This is an optimization exercise on Yosys and OpenROAD, whose aim is small area and a short achievable clock period, not a production implementation. In this exercise RTL edits were held to simulation tests only and were not proved equivalent to the original. Power figures rest on the tool's default switching activity, not on a simulated workload.

==> design/flow/flow/run.sh <==
#!/bin/bash
# Layout: the standard flow (standard synthesis, floorplan, power grid,
# placement, CTS, routing) unchanged, except that the port buffers which
# global placement inserts on every input and output use buf_2 cells.
set -euo pipefail
export BUFFER_PORTS_ARGS="-buffer_cell sky130_fd_sc_hd__buf_2"
bash standard.sh > standard_flow.log 2>&1
==> design/flow/standard.sh <==
#!/bin/bash
# synth_recipe.tcl (not shown) runs the flow's synth.tcl, then flattens the netlist and writes it again
# the make line also repeats each setting of config.mk as NAME=value (left out here)
make -C /OpenROAD-flow-scripts/flow DESIGN_CONFIG=/design/flow/config.mk WORK_HOME=/design/flow/orfs CLKGATE_MAP_FILE= SYNTH_SCRIPT=/design/flow/synth_recipe.tcl "${@:-finish}"
==> design/flow/config.mk <==
export PLATFORM = sky130hd
export DESIGN_NAME = rv_ex_top
export DESIGN_NICKNAME = rv_ex_top
export VERILOG_FILES = /design/flow/design.v
export SDC_FILE = /design/flow/constraint.sdc
export NUM_CORES = 4
export LEC_CHECK = 0
export CAP_MARGIN = 20
export CORE_MARGIN = 2
export CORE_UTILIZATION = 40
export PLACE_DENSITY = 0.6
export SETUP_SLACK_MARGIN = 5
export SLEW_MARGIN = 20
==> design/flow/constraint.sdc <==
create_clock -name core_clock -period 12.0 [get_ports {clk}]
set_input_delay 2.4000 -clock core_clock [delete_from_list [all_inputs] [get_ports {clk}]]
set_output_delay 2.4000 -clock core_clock [all_outputs]
set_load 0.01 [all_outputs]
==> design/flow/design.v <==
`timescale 1ns/1ps
package rv_ex_pkg;
    typedef enum logic [3:0] {
        add    = 4'd0,
        sub    = 4'd1,
        sll    = 4'd2,
        slt    = 4'd3,
        sltu   = 4'd4,
        xor_op = 4'd5,
        srl    = 4'd6,
        sra    = 4'd7,
        or_op  = 4'd8,
        and_op = 4'd9
    } alu_op_e;
    typedef enum logic [1:0] {
        src1_rs1  = 2'd0,
        src1_pc   = 2'd1,
        src1_zero = 2'd2
    } src1_sel_e;
    typedef enum logic [2:0] {
        src2_rs2   = 3'd0,
        src2_imm_i = 3'd1,
        src2_imm_u = 3'd2,
        src2_shamt = 3'd3,
        src2_four  = 3'd4,
        src2_imm_s = 3'd5
    } src2_sel_e;
    typedef enum logic [3:0] {
        bru_none = 4'd0,
        jal      = 4'd1,
        jalr     = 4'd2,
        beq      = 4'd3,
        bne      = 4'd4,
        blt      = 4'd5,
        bge      = 4'd6,
        bltu     = 4'd7,
        bgeu     = 4'd8
    } bru_op_e;
    typedef enum logic [2:0] {
        lsu_none = 3'd0,
        lsu_b    = 3'd1,
        lsu_h    = 3'd2,
        lsu_w    = 3'd3,
        lsu_d    = 3'd4
    } lsu_size_e;
    localparam int C_SUM  = 0;     
    localparam int C_LT   = 1;     
    localparam int C_XOR  = 2;
    localparam int C_OR   = 3;
    localparam int C_AND  = 4;
    localparam int C_SHL  = 5;     
    localparam int C_SHR  = 6;     
    localparam int C_JAL  = 7;
    localparam int C_JALR = 8;
    localparam int C_BR   = 9;     
    localparam int C_SZB  = 10;
    localparam int C_SZH  = 11;
    localparam int C_SZW  = 12;
    localparam int C_SZD  = 13;
    localparam int CC_W   = 14;
    localparam int H_SUB   = 0;    
    localparam int H_UNS   = 1;    
    localparam int H_ARITH = 2;    
    localparam int H_WORD  = 3;
    localparam int H_S1RS1 = 4;
    localparam int H_S1PC  = 5;
    localparam int H_S2RS2 = 6;
    localparam int H_S2I   = 7;
    localparam int H_S2U   = 8;
    localparam int H_S2SH  = 9;
    localparam int H_S2F   = 10;
    localparam int H_S2S   = 11;
    localparam int H_SH0   = 12;   
    localparam int CH_W    = 18;
endpackage
`timescale 1ns/1ps
module ex_decode (
    input  logic [32-1:0]         inst_i,
    input  logic [3:0]                  alu_op_i,
    input  logic                        word_op_i,
    input  logic [1:0]                  src1_sel_i,
    input  logic [2:0]                  src2_sel_i,
    input  logic [3:0]                  bru_op_i,
    input  logic [2:0]                  lsu_size_i,
    input  logic [64-1:0]         rs2_data_i,
    output logic [rv_ex_pkg::CC_W-1:0]  ctrl_c_o,
    output logic [rv_ex_pkg::CH_W-1:0]  ctrl_h_o
);
    logic [5:0] shamt;
    always_comb begin
        case (src2_sel_i)
            3'd1, 3'd3: shamt = inst_i[25:20];
            3'd2:       shamt = 6'd0;
            3'd4:       shamt = 6'd4;
            3'd5:       shamt = {inst_i[25], inst_i[11:7]};
            default:    shamt = rs2_data_i[5:0];
        endcase
        if (word_op_i) shamt[5] = 1'b0;
    end
    always_comb begin
        ctrl_c_o = '0;
        ctrl_c_o[rv_ex_pkg::C_SUM]  = (alu_op_i == 4'd0) || (alu_op_i == 4'd1);
        ctrl_c_o[rv_ex_pkg::C_LT]   = (alu_op_i == 4'd3) || (alu_op_i == 4'd4);
        ctrl_c_o[rv_ex_pkg::C_XOR]  = (alu_op_i == 4'd5);
        ctrl_c_o[rv_ex_pkg::C_OR]   = (alu_op_i == 4'd8);
        ctrl_c_o[rv_ex_pkg::C_AND]  = (alu_op_i == 4'd9);
        ctrl_c_o[rv_ex_pkg::C_SHL]  = (alu_op_i == 4'd2);
        ctrl_c_o[rv_ex_pkg::C_SHR]  = (alu_op_i == 4'd6) || (alu_op_i == 4'd7);
        ctrl_c_o[rv_ex_pkg::C_JAL]  = (bru_op_i == 4'd1);
        ctrl_c_o[rv_ex_pkg::C_JALR] = (bru_op_i == 4'd2);
        ctrl_c_o[rv_ex_pkg::C_BR]   = (bru_op_i >= 4'd3) && (bru_op_i <= 4'd8);
        ctrl_c_o[rv_ex_pkg::C_SZB]  = (lsu_size_i == 3'd1);
        ctrl_c_o[rv_ex_pkg::C_SZH]  = (lsu_size_i == 3'd2);
        ctrl_c_o[rv_ex_pkg::C_SZW]  = (lsu_size_i == 3'd3);
        ctrl_c_o[rv_ex_pkg::C_SZD]  = (lsu_size_i == 3'd4);
    end
    always_comb begin
        ctrl_h_o = '0;
        ctrl_h_o[rv_ex_pkg::H_SUB]   = (alu_op_i == 4'd1) || (alu_op_i == 4'd3) || (alu_op_i == 4'd4);
        ctrl_h_o[rv_ex_pkg::H_UNS]   = (alu_op_i == 4'd4);
        ctrl_h_o[rv_ex_pkg::H_ARITH] = (alu_op_i == 4'd7);
        ctrl_h_o[rv_ex_pkg::H_WORD]  = word_op_i;
        ctrl_h_o[rv_ex_pkg::H_S1RS1] = (src1_sel_i == 2'd0);
        ctrl_h_o[rv_ex_pkg::H_S1PC]  = (src1_sel_i == 2'd1);
        ctrl_h_o[rv_ex_pkg::H_S2RS2] = (src2_sel_i == 3'd0);
        ctrl_h_o[rv_ex_pkg::H_S2I]   = (src2_sel_i == 3'd1);
        ctrl_h_o[rv_ex_pkg::H_S2U]   = (src2_sel_i == 3'd2);
        ctrl_h_o[rv_ex_pkg::H_S2SH]  = (src2_sel_i == 3'd3);
        ctrl_h_o[rv_ex_pkg::H_S2F]   = (src2_sel_i == 3'd4);
        ctrl_h_o[rv_ex_pkg::H_S2S]   = (src2_sel_i == 3'd5);
        ctrl_h_o[rv_ex_pkg::H_SH0 +: 6] = shamt;
    end
endmodule
module ex_stage_reg (
    input  logic                    clk,
    input  logic                    rst,
    input  logic                    stall_i,
    input  logic                    flush_i,
    input  logic [64-1:0]     pc_i,
    input  logic [64-1:0]     result_i,
    input  logic                    word_op_i,
    input  logic                    br_taken_i,
    input  logic [64-1:0]     br_target_i,
    input  logic [64-1:0]     next_pc_i,
    input  logic [64-1:0]     rs2_data_i,
    input  logic [3:0]              size_i,       
    input  logic                    dmem_en_i,
    input  logic                    dmem_we_i,
    input  logic                    rf_we_i,
    input  logic [5-1:0]   rf_waddr_i,
    input  logic                    wb_from_mem_i,
    output logic [64-1:0]     pc_o,
    output logic [64-1:0]     result_o,
    output logic                    word_op_o,
    output logic                    br_taken_o,
    output logic [64-1:0]     br_target_o,
    output logic [64-1:0]     next_pc_o,
    output logic [64-1:0]     rs2_data_o,
    output logic [3:0]              size_o,
    output logic                    dmem_en_o,
    output logic                    dmem_we_o,
    output logic                    rf_we_o,
    output logic [5-1:0]   rf_waddr_o,
    output logic                    wb_from_mem_o
);
    logic clr;
    assign clr = rst | flush_i;
    always_ff @(posedge clk) begin
        if (clr) begin
            pc_o          <= '0;
            result_o      <= '0;
            br_taken_o    <= 1'b0;
            br_target_o   <= '0;
            next_pc_o     <= '0;
            size_o        <= '0;
            dmem_en_o     <= 1'b0;
            dmem_we_o     <= 1'b0;
            rf_we_o       <= 1'b0;
            rf_waddr_o    <= '0;
            wb_from_mem_o <= 1'b0;
        end else if (!stall_i) begin
            pc_o          <= pc_i;
            result_o      <= result_i;
            br_taken_o    <= br_taken_i;
            br_target_o   <= br_target_i;
            next_pc_o     <= next_pc_i;
            size_o        <= size_i;
            dmem_en_o     <= dmem_en_i;
            dmem_we_o     <= dmem_we_i;
            rf_we_o       <= rf_we_i & (rf_waddr_i != '0);    
            rf_waddr_o    <= rf_waddr_i;
            wb_from_mem_o <= wb_from_mem_i;
        end
    end
    always_ff @(posedge clk) begin
        if (!stall_i) begin
            word_op_o  <= word_op_i;
            rs2_data_o <= rs2_data_i;
        end
    end
endmodule
`timescale 1ns/1ps
module ex_operand_gen (
    input  logic [32-1:7]         inst_i,
    input  logic [64-1:0]         pc_i,
    input  logic [64-1:0]         rs1_data_i,
    input  logic [64-1:0]         rs2_data_i,
    input  logic [rv_ex_pkg::CH_W-1:0]  ctrl_h_i,
    output logic [64-1:0]         alu_src1_o,
    output logic [64-1:0]         alu_src2_o
);
    logic [64-1:0] imm_i, imm_s, imm_u, shamt_ext, four;
    assign imm_i     = {{(64-12){inst_i[31]}}, inst_i[31:20]};
    assign imm_s     = {{(64-12){inst_i[31]}}, inst_i[31:25], inst_i[11:7]};
    assign imm_u     = {{(64-32){inst_i[31]}}, inst_i[31:12], 12'b0};
    assign shamt_ext = {{(64-6){1'b0}}, inst_i[20 +: 6]};
    assign four      = 64'(4);
    assign alu_src1_o = ({64{ctrl_h_i[rv_ex_pkg::H_S1RS1]}} & rs1_data_i)
                      | ({64{ctrl_h_i[rv_ex_pkg::H_S1PC]}}  & pc_i);      
    assign alu_src2_o = ({64{ctrl_h_i[rv_ex_pkg::H_S2RS2]}} & rs2_data_i)
                      | ({64{ctrl_h_i[rv_ex_pkg::H_S2I]}}   & imm_i)
                      | ({64{ctrl_h_i[rv_ex_pkg::H_S2U]}}   & imm_u)
                      | ({64{ctrl_h_i[rv_ex_pkg::H_S2SH]}}  & shamt_ext)
                      | ({64{ctrl_h_i[rv_ex_pkg::H_S2F]}}   & four)
                      | ({64{ctrl_h_i[rv_ex_pkg::H_S2S]}}   & imm_s);
endmodule
`timescale 1ns/1ps
module ex_carry_tree #(
    parameter int W = 64
) (
    input  logic [W-1:0] g_i,
    input  logic [W-1:0] p_i,
    input  logic         cin_i,
    output logic [W:0]   c_o
);
    localparam int L = (W > 32) ? 6 : (W > 16) ? 5 : (W > 8) ? 4 : (W > 4) ? 3 : (W > 2) ? 2 : 1;
    logic [W-1:0] gk, pk, gn, pn;
    always_comb begin
        gk    = g_i;
        gk[0] = g_i[0] | (p_i[0] & cin_i);
        pk    = p_i;
        for (int k = 0; k < L; k++) begin
            gn = gk;
            pn = pk;
            for (int i = 0; i < W; i++) begin
                if (((i >> k) % 2) == 1) begin
                    gn[i] = gk[i] | (pk[i] & gk[((i >> k) << k) - 1]);
                    pn[i] = pk[i] & pk[((i >> k) << k) - 1];
                end
            end
            gk = gn;
            pk = pn;
        end
    end
    assign c_o = {gk, cin_i};
endmodule
module ex_alu (
    input  logic [rv_ex_pkg::CC_W-1:0]  ctrl_c_i,
    input  logic [rv_ex_pkg::CH_W-1:0]  ctrl_h_i,
    input  logic [64-1:0]         src1_i,
    input  logic [64-1:0]         src2_i,
    output logic [64-1:0]         result_o
);
    localparam int W = 64;
    logic          sub, word, uns, arith;
    logic [5:0]    shamt;
    logic [W-1:0]  a, bb, p, g, sum;
    logic [W:0]    c;
    logic          lt;
    logic [W-1:0]  a_rev, x, y, y_rev, r;
    logic          fill;
    assign sub   = ctrl_h_i[rv_ex_pkg::H_SUB];
    assign word  = ctrl_h_i[rv_ex_pkg::H_WORD];
    assign uns   = ctrl_h_i[rv_ex_pkg::H_UNS];
    assign arith = ctrl_h_i[rv_ex_pkg::H_ARITH];
    assign shamt = ctrl_h_i[rv_ex_pkg::H_SH0 +: 6];
    assign a     = src1_i;
    assign bb  = src2_i ^ {W{sub}};
    assign p   = a ^ bb;
    assign g   = a & bb;
    ex_carry_tree #(.W(W)) u_carry (.g_i(g), .p_i(p), .cin_i(sub), .c_o(c));
    assign sum = p ^ c[W-1:0];
    always_comb begin
        if (word) lt = uns ? !c[32] : (p[31] ^ c[32]);
        else      lt = uns ? !c[W]  : (p[W-1] ^ c[W]);
    end
    always_comb begin
        for (int i = 0; i < W; i++) a_rev[i] = a[W-1-i];
    end
    always_comb begin
        if (ctrl_c_i[rv_ex_pkg::C_SHL]) x = a_rev;
        else if (word)                  x = {{(W/2){arith & a[W/2-1]}}, a[W/2-1:0]};
        else                            x = a;
    end
    assign fill = arith & x[W-1];
    assign y    = W'($signed({fill, x}) >>> shamt);
    always_comb begin
        for (int i = 0; i < W; i++) y_rev[i] = y[W-1-i];
    end
    assign r = ({W{ctrl_c_i[rv_ex_pkg::C_SUM]}} & sum)
             | ({W{ctrl_c_i[rv_ex_pkg::C_XOR] | ctrl_c_i[rv_ex_pkg::C_OR]}}  & p)
             | ({W{ctrl_c_i[rv_ex_pkg::C_AND] | ctrl_c_i[rv_ex_pkg::C_OR]}}  & g)
             | ({W{ctrl_c_i[rv_ex_pkg::C_SHL]}} & y_rev)
             | ({W{ctrl_c_i[rv_ex_pkg::C_SHR]}} & y)
             | {{(W-1){1'b0}}, ctrl_c_i[rv_ex_pkg::C_LT] & lt};
    assign result_o = r;
endmodule
`timescale 1ns/1ps
module ex_branch_cond (
    input  logic [3:0]              bru_op_i,
    input  logic [64-1:0]     rs1_data_i,
    input  logic [64-1:0]     rs2_data_i,
    output logic                    br_taken_o
);
    localparam int W = 64;
    logic [W-2:0] e, l;
    logic [W-1:0] c;
    logic         eq, lt_s, lt_u, hi_eq;
    assign e = ~(rs1_data_i[W-2:0] ^ rs2_data_i[W-2:0]);
    assign l = ~rs1_data_i[W-2:0] & rs2_data_i[W-2:0];
    ex_carry_tree #(.W(W-1)) u_cmp (.g_i(l), .p_i(e), .cin_i(1'b0), .c_o(c));
    assign hi_eq = !(rs1_data_i[W-1] ^ rs2_data_i[W-1]);
    assign eq    = hi_eq & (&e);
    assign lt_u  = (!rs1_data_i[W-1] & rs2_data_i[W-1]) | (hi_eq & c[W-1]);
    assign lt_s  = (rs1_data_i[W-1] & !rs2_data_i[W-1]) | (hi_eq & c[W-1]);
    always_comb begin
        case (bru_op_i)
            4'd1, 4'd2: br_taken_o = 1'b1;      
            4'd3:       br_taken_o = eq;
            4'd4:       br_taken_o = !eq;
            4'd5:       br_taken_o = lt_s;
            4'd6:       br_taken_o = !lt_s;
            4'd7:       br_taken_o = lt_u;
            4'd8:       br_taken_o = !lt_u;
            default:    br_taken_o = 1'b0;
        endcase
    end
endmodule
module ex_target_add (
    input  logic [64-1:0]  base_i,
    input  logic [20:0]          ofs_i,
    output logic [64-1:0]  sum_o
);
    localparam int W  = 64;
    localparam int LO = 21;
    logic [LO-1:0] g, p;
    logic [LO:0]   c;
    logic [W-LO:0] m_inc, m_dec;
    logic [W-1:LO] hi;
    assign g = base_i[LO-1:0] & ofs_i;
    assign p = base_i[LO-1:0] ^ ofs_i;
    ex_carry_tree #(.W(LO)) u_lo (.g_i(g), .p_i(p), .cin_i(1'b0), .c_o(c));
    ex_carry_tree #(.W(W-LO)) u_inc (
        .g_i('0), .p_i(base_i[W-1:LO]), .cin_i(1'b1), .c_o(m_inc)
    );
    ex_carry_tree #(.W(W-LO)) u_dec (
        .g_i('0), .p_i(~base_i[W-1:LO]), .cin_i(1'b1), .c_o(m_dec)
    );
    always_comb begin
        case ({c[LO], ofs_i[LO-1]})
            2'b10:   hi = base_i[W-1:LO] ^ m_inc[W-LO-1:0];
            2'b01:   hi = base_i[W-1:LO] ^ m_dec[W-LO-1:0];
            default: hi = base_i[W-1:LO];
        endcase
    end
    assign sum_o = {hi, p ^ c[LO-1:0]};
endmodule
module ex_branch_unit (
    input  logic [rv_ex_pkg::CC_W-1:0]  ctrl_c_i,
    input  logic [32-1:7]         inst_i,
    input  logic [64-1:0]         pc_i,
    input  logic [64-1:0]         rs1_data_i,
    output logic [64-1:0]         br_target_o
);
    localparam int W = 64;
    logic          jal, jalr, br;
    logic [20:0]   ofs_pc, ofs_rs1;
    logic [W-1:0]  t_pc, t_rs1;
    assign jal  = ctrl_c_i[rv_ex_pkg::C_JAL];
    assign jalr = ctrl_c_i[rv_ex_pkg::C_JALR];
    assign br   = ctrl_c_i[rv_ex_pkg::C_BR];
    assign ofs_pc  = jal ? {inst_i[31], inst_i[19:12], inst_i[20], inst_i[30:21], 1'b0}
                         : {{8{inst_i[31]}}, inst_i[31], inst_i[7], inst_i[30:25], inst_i[11:8], 1'b0};
    assign ofs_rs1 = {{9{inst_i[31]}}, inst_i[31:20]};
    ex_target_add u_pc  (.base_i(pc_i),       .ofs_i(ofs_pc),  .sum_o(t_pc));
    ex_target_add u_rs1 (.base_i(rs1_data_i), .ofs_i(ofs_rs1), .sum_o(t_rs1));
    always_comb begin
        if (jalr)            br_target_o = {t_rs1[W-1:1], 1'b0};
        else if (jal | br)   br_target_o = t_pc;
        else                 br_target_o = '0;
    end
endmodule
`timescale 1ns/1ps
module ex_store_format (
    input  logic [3:0]                  size_i,      
    input  logic [2:0]                  ofs_i,
    input  logic [64-1:0]         rs2_data_i,
    output logic [64-1:0]         wdata_o,
    output logic [8-1:0]       sel_o
);
    logic sb, sh, sw, sd;
    assign {sd, sw, sh, sb} = size_i;
    assign wdata_o = ({64{sb}} & {8{rs2_data_i[7:0]}})
                   | ({64{sh}} & {4{rs2_data_i[15:0]}})
                   | ({64{sw}} & {2{rs2_data_i[31:0]}})
                   | ({64{sd}} & rs2_data_i);
    always_comb begin
        for (int i = 0; i < 8; i++) begin
            sel_o[i] = sd
                     | (sw & (ofs_i[2] == i[2]))
                     | (sh & (ofs_i[2:1] == i[2:1]))
                     | (sb & (ofs_i == i[2:0]));
        end
    end
endmodule
`timescale 1ns/1ps
module rv_ex_top (
    input  logic                    clk,
    input  logic                    rst,
    input  logic                    stall_i,
    input  logic                    flush_i,
    input  logic [64-1:0]     pc_i,
    input  logic [64-1:0]     next_pc_i,
    input  logic [32-1:0]     inst_i,
    input  logic [3:0]              alu_op_i,
    input  logic                    word_op_i,
    input  logic [1:0]              src1_sel_i,
    input  logic [2:0]              src2_sel_i,
    input  logic [3:0]              bru_op_i,
    input  logic [2:0]              lsu_size_i,
    input  logic                    dmem_en_i,
    input  logic                    dmem_we_i,
    input  logic                    rf_we_i,
    input  logic [5-1:0]   rf_waddr_i,
    input  logic                    wb_from_mem_i,
    input  logic [64-1:0]     rs1_data_i,
    input  logic [64-1:0]     rs2_data_i,
    output logic [64-1:0]     ex_pc_o,
    output logic [64-1:0]     ex_result_o,
    output logic [64-1:0]     real_npc_o,
    output logic                    br_taken_o,
    output logic [64-1:0]     br_target_o,
    output logic                    dmem_en_o,
    output logic                    dmem_we_o,
    output logic [64-1:0]     dmem_addr_o,
    output logic [64-1:0]     dmem_wdata_o,
    output logic [8-1:0]   dmem_sel_o,
    output logic                    rf_we_o,
    output logic [5-1:0]   rf_waddr_o,
    output logic                    wb_from_mem_o
);
    localparam int W = 64;
    logic [rv_ex_pkg::CC_W-1:0]  ctrl_c;
    logic [rv_ex_pkg::CH_W-1:0]  ctrl_h;
    logic [W-1:0]                alu_src1, alu_src2, alu_result;
    logic                        br_taken;
    logic [W-1:0]                br_target, ex_next_pc;
    logic [W-1:0]                ex_result, ex_rs2_data;
    logic                        ex_word_op;
    logic [3:0]                  ex_size;
    logic [W-1:0]                result;
    ex_decode u_decode (
        .inst_i(inst_i), .alu_op_i(alu_op_i), .word_op_i(word_op_i),
        .src1_sel_i(src1_sel_i), .src2_sel_i(src2_sel_i),
        .bru_op_i(bru_op_i), .lsu_size_i(lsu_size_i), .rs2_data_i(rs2_data_i),
        .ctrl_c_o(ctrl_c), .ctrl_h_o(ctrl_h)
    );
    ex_operand_gen u_operand_gen (
        .inst_i(inst_i[32-1:7]), .pc_i(pc_i),
        .rs1_data_i(rs1_data_i), .rs2_data_i(rs2_data_i),
        .ctrl_h_i(ctrl_h),
        .alu_src1_o(alu_src1), .alu_src2_o(alu_src2)
    );
    ex_alu u_alu (
        .ctrl_c_i(ctrl_c), .ctrl_h_i(ctrl_h),
        .src1_i(alu_src1), .src2_i(alu_src2), .result_o(alu_result)
    );
    ex_branch_cond u_branch_cond (
        .bru_op_i(bru_op_i), .rs1_data_i(rs1_data_i), .rs2_data_i(rs2_data_i),
        .br_taken_o(br_taken)
    );
    ex_branch_unit u_branch_unit (
        .ctrl_c_i(ctrl_c), .inst_i(inst_i[32-1:7]),
        .pc_i(pc_i), .rs1_data_i(rs1_data_i), .br_target_o(br_target)
    );
    ex_stage_reg u_stage_reg (
        .clk(clk), .rst(rst), .stall_i(stall_i), .flush_i(flush_i),
        .pc_i(pc_i), .result_i(alu_result), .word_op_i(word_op_i),
        .br_taken_i(br_taken), .br_target_i(br_target), .next_pc_i(next_pc_i),
        .rs2_data_i(rs2_data_i),
        .size_i({ctrl_c[rv_ex_pkg::C_SZD], ctrl_c[rv_ex_pkg::C_SZW],
                 ctrl_c[rv_ex_pkg::C_SZH], ctrl_c[rv_ex_pkg::C_SZB]}),
        .dmem_en_i(dmem_en_i), .dmem_we_i(dmem_we_i),
        .rf_we_i(rf_we_i), .rf_waddr_i(rf_waddr_i), .wb_from_mem_i(wb_from_mem_i),
        .pc_o(ex_pc_o), .result_o(ex_result), .word_op_o(ex_word_op),
        .br_taken_o(br_taken_o), .br_target_o(br_target_o), .next_pc_o(ex_next_pc),
        .rs2_data_o(ex_rs2_data), .size_o(ex_size),
        .dmem_en_o(dmem_en_o), .dmem_we_o(dmem_we_o),
        .rf_we_o(rf_we_o), .rf_waddr_o(rf_waddr_o), .wb_from_mem_o(wb_from_mem_o)
    );
    assign result = ex_word_op ? {{(W/2){ex_result[W/2-1]}}, ex_result[W/2-1:0]} : ex_result;
    ex_store_format u_store_format (
        .size_i(ex_size), .ofs_i(result[2:0]), .rs2_data_i(ex_rs2_data),
        .wdata_o(dmem_wdata_o), .sel_o(dmem_sel_o)
    );
    assign real_npc_o = br_taken_o ? br_target_o : ex_next_pc;
    assign ex_result_o = result;
    assign dmem_addr_o = result;
endmodule
==> run summary <==
- Setup Crit Path Kind: in2reg
- Worst setup SP type: primary input
- Part of the power in the clock network: 0.313
- Reg2Reg Launch Point: u_stage_reg.size_o[2]$_SDFFE_PP0N_
- Ports: 720
- PortBufs: 712
- Worst Clk Skew: 0 ps
- Most used DFF post-synth: dfxtp_1
- Slew Limit Fails: 0
- Reg-to-reg setup timing slack: 10790 ps
- CTS Hold Bufs: 0
- Yosys warnings: 11
- Clock sinks: 335
- WL per Instance: 31.9 µm
- Clock latency on the worst-skew pair: 600 ps
- DRT Pass-1 Iters: 9
- Seq/Total Area, Yosys: 0.220
- P_sw: 1.80 mW
- Final Critical Period: 7010 ps
- Core area: 83300 µm²
- Critical Path Start: src2_sel_i[2]
- Fin Setup TNS: 0 ps
- Leading cell types by count after synthesis: nor2_1, o21ai_0, mux2i_1, dfxtp_1, a21oi_1
- Max-cap violations: 0
- Yosys cell types: 103
- Setup crit end: u_stage_reg.result_o[33]$_SDFFE_PP0N_
- Pre-CTS setup slack: 3380 ps
- CP cell instances: clkbuf_4 -> or3b_2 -> a21oi_4 -> a21oi_1 -> xnor2_1 -> ha_1 -> a2111o_1 -> o211ai_1 -> a21oi_4 -> o211a_4 -> nor2_4 -> inv_1 -> fa_1 -> xor2_1 -> a222oi_1 -> o211a_1 -> a221oi_1
- Final Setup Violations: 0
- Initial Utilization: 0.402
- Ys async rst share: 0
- Vias in the first global route: 34500
- Reg2reg end: u_stage_reg.size_o[2]$_SDFFE_PP0N_
- Clock Tree Root: clkbuf_16
- CP Data Arrival Time: 7450 ps
- WP data required: 12440 ps
- CP peak stage delay: 890 ps
- GRT Util Overall: 0.414
- Final wirelength: 187 mm
- Synthesized area per cell: 7.80 µm²
- Type of the tightest min-delay check: reg2reg
- Largest net degree at the start of global routing: 172
- Crit end category: flip-flop
- H-tree levels: 2
- Maximum clock path buffer count: 3
- Switching part of the total: 0.413
- Final RePlAce weighted congestion: 1.07
- Die span in x: 293 µm
- Combinational Power Share: 0.402
- Ratio of cells with drive above 1 in the final layout: 0.241
- Max Clk Rate: 143 MHz
- Unrepaired setup endpoints after global routing: yes
- Max_slew headroom: 0.188
- Area Overhead vs Synth: 17.6%
- DRC: 0
- CTS buffer count: 41
- Die Area: 86000 µm²
- CTS tree: done
- Most frequent cell after synthesis: nor2_1
- Vias: 38200
- Worst-Margin Slew: 1220 ps
- Detailed-placement wirelength estimate: 146 mm
- R2R cell count: 2
- Gate Count Post-Synth: 4291
- Mapped cell area: 33500 µm²
- Initial antenna violation count: 34
- Fin Hold WS: 465 ps
- Average via count per standard cell: 6.52
- DRT iter0 DRCs: 5150
- Internal: 2.56 mW
- Pwr Density: 111 nW/µm²
- Max VDD drop: 0.0955 mV
- Global-route wire length before repair: 259 mm
- Top post-synthesis cells by area: dfxtp_1, mux2i_1, ha_1, edfxtp_1, nor2_1
- Final #Nets: 5232
- Synth area leader: dfxtp_1
- Worst Slack Setup Final: 4990 ps
- # fillers: 8448
- Die Y: 293 µm
- # rows: 106
- Final hold viol count: 0
- Status: complete, no violations
- Final period util: 0.585
- Clock Pin Slew Worst Setup and Hold Paths: 60 ps
- Critical path peak fanout: 17
- GRT overflow: 0
- Detail Route Antenna Nets: 0
- Share of the synthesized area in the top cell type: 0.161
- Sequential share of power: 0.285
- Leakage: 17.4 nW
- Slowest CP cell: a222oi_1
- EDFF count, synth: 65
- Cell mode on critical path: a21oi_4
- Flip-flop and latch count after synthesis: 335
- Syn_nets: 4794
routing by layer:
metal | global-route usage | wire length, µm | vias to the layer above
met5 | 0 | 92 | -
met4 | 0.300 | 16500 | 14
met3 | 0.0920 | 19400 | 548
met2 | 0.613 | 78700 | 2551
met1 | 0.529 | 72300 | 18300
li1 | - | - | 16800
sequential cells by signal, indices dropped and copies added, names as in the netlist:
register	flops
u_stage_reg.dmem_we_o	1
u_stage_reg.dmem_en_o	1
u_stage_reg.rf_we_o	1
u_stage_reg.br_target_o	64
u_stage_reg.next_pc_o	64
u_stage_reg.rs2_data_o	64
u_stage_reg.rf_waddr_o	5
u_stage_reg.result_o	64
u_stage_reg.pc_o	64
u_stage_reg.word_op_o	1
u_stage_reg.size_o	4
u_stage_reg.br_taken_o	1
u_stage_reg.wb_from_mem_o	1
per-stage QoR:
step                std cells  power, mW   util  cell area (µm²)
finish                   5864       4.36  0.473            39400
global route             5851       4.47  0.472            39300
CTS                      5822       4.26  0.466            38800
detailed placement       5735       2.89  0.446            37100
global placement         5735       2.89  0.446            37100
floorplan                4291       2.24      -            33600
timing repair:
item                       in CTS  in global routing
setup endpoints to repair      70                 43
pin swaps                       7                 27
resized for setup              43                 59
setup buffers                  12                 16
cloned                          0                  3
layout by cell type, fill, tap and decap left out, types with 15 or more instances in the layout:
cell       instances
o221ai_1          59
edfxtp_1          65
buf_2            704
dfxtp_1          269
nor2_1           494
fa_1              15
mux2_2            86
nor4_1            25
a222oi_1          28
o22ai_1           70
a221oi_1          92
nand4_1           50
inv_1            158
mux2i_1          297
and3_1            22
nand2_1          262
a31oi_1           45
o21a_1            27
nand3_1          103
a21o_1            52
clkbuf_16         42
o211ai_1          44
a221o_1           25
a22o_1            28
a211oi_1          34
ha_1             165
diode_2           23
nor3_1           109
xor2_1            42
a21oi_1          256
xnor2_1          168
o21ai_0          299
buf_4            103
nor2b_1           24
o21ai_1           15
nand2b_1          19
or3_1             20
a22oi_1           32
critical path, delay by kind of cell:
family / cells / cell delay [ps]
compound gates: 9 / 2880
fa+ha+maj: 2 / 790
simple gates: 2 / 670
buf+inv: 2 / 380
xor+xnor: 2 / 320
how the worst min path moves through the flow:
stage	from	to	slack (ps)	cells after the start
5_1_grt	u_stage_reg.result_o[60]$_SDFFE_PP0N_	u_stage_reg.result_o[60]$_SDFFE_PP0N_	500	2
2_1_floorplan	u_stage_reg.result_o[60]$_SDFFE_PP0N_	u_stage_reg.result_o[60]$_SDFFE_PP0N_	430	2
3_3_place_gp	u_stage_reg.result_o[60]$_SDFFE_PP0N_	u_stage_reg.result_o[60]$_SDFFE_PP0N_	450	2
4_1_cts	u_stage_reg.result_o[60]$_SDFFE_PP0N_	u_stage_reg.result_o[60]$_SDFFE_PP0N_	470	2
3_5_place_dp	u_stage_reg.result_o[60]$_SDFFE_PP0N_	u_stage_reg.result_o[60]$_SDFFE_PP0N_	450	2
6_report	u_stage_reg.result_o[60]$_SDFFE_PP0N_	u_stage_reg.result_o[60]$_SDFFE_PP0N_	460	2
final cells by class:
cell class,instances,area [µm²],area share
multi-input cells,3364,24000,0.609
flip-flops and latches,335,7360,0.187
repair buffers,826,4560,0.116
well taps,1080,1350,0.0343
clock buffers,51,1110,0.0283
inverters,161,613,0.0156
clock inverters,24,323,0.00820
diodes,23,57.6,0.00146
power by group through the flow:
stage / registers [mW] / clock network [mW] / logic (mW)
CTS: 1.24 / 1.37 / 1.65
finish: 1.24 / 1.36 / 1.75
global route: 1.25 / 1.41 / 1.81
floorplan: 1.26 / 0 / 0.985
detailed placement: 1.27 / 0 / 1.62
global placement: 1.27 / 0 / 1.63
cells by family (layout without fill, tap and decap cells):
| group | Yosys count | after routing | share of synthesized area |
|---|---|---|---|
| mux | 403 | 403 | 0.128 |
| other cells | 0 | 23 | 0 |
| buf+inv | 594 | 1062 | 0.0817 |
| xor+xnor | 211 | 211 | 0.0552 |
| simple gates | 1246 | 1248 | 0.174 |
| flops | 335 | 335 | 0.220 |
| fa+ha+maj | 185 | 185 | 0.0725 |
| compound gates | 1317 | 1317 | 0.269 |

## what the ideal ports hide
In the flow no input, the clock included, has a driving cell. The finished layout below was timed again as built, in two steps.
Step 1 assumes that a clkbuf_16 drives the clock port and a buf_2 every other input.
Step 2, shift: input delay + t, output delay - t, t = (earliest + latest rising clock arrival at the registers) / 2. This alone moves slack from input paths to output paths.
Slacks: ideal ports / drivers / drivers and shift; pairs: ideal ports / drivers.
shift t [ns]: 0.656
setup WS [ns]: 4.985 / 5.009 / 4.353
latest minus earliest clock arrival (ns): 0.044 / 0.044
slew at the worst register clock pin (ns): 0.07 / 0.07
After both steps this run still meets setup and hold. The setup slack of this run moves by +0.024 ns with the drivers and by -0.632 ns with both steps.
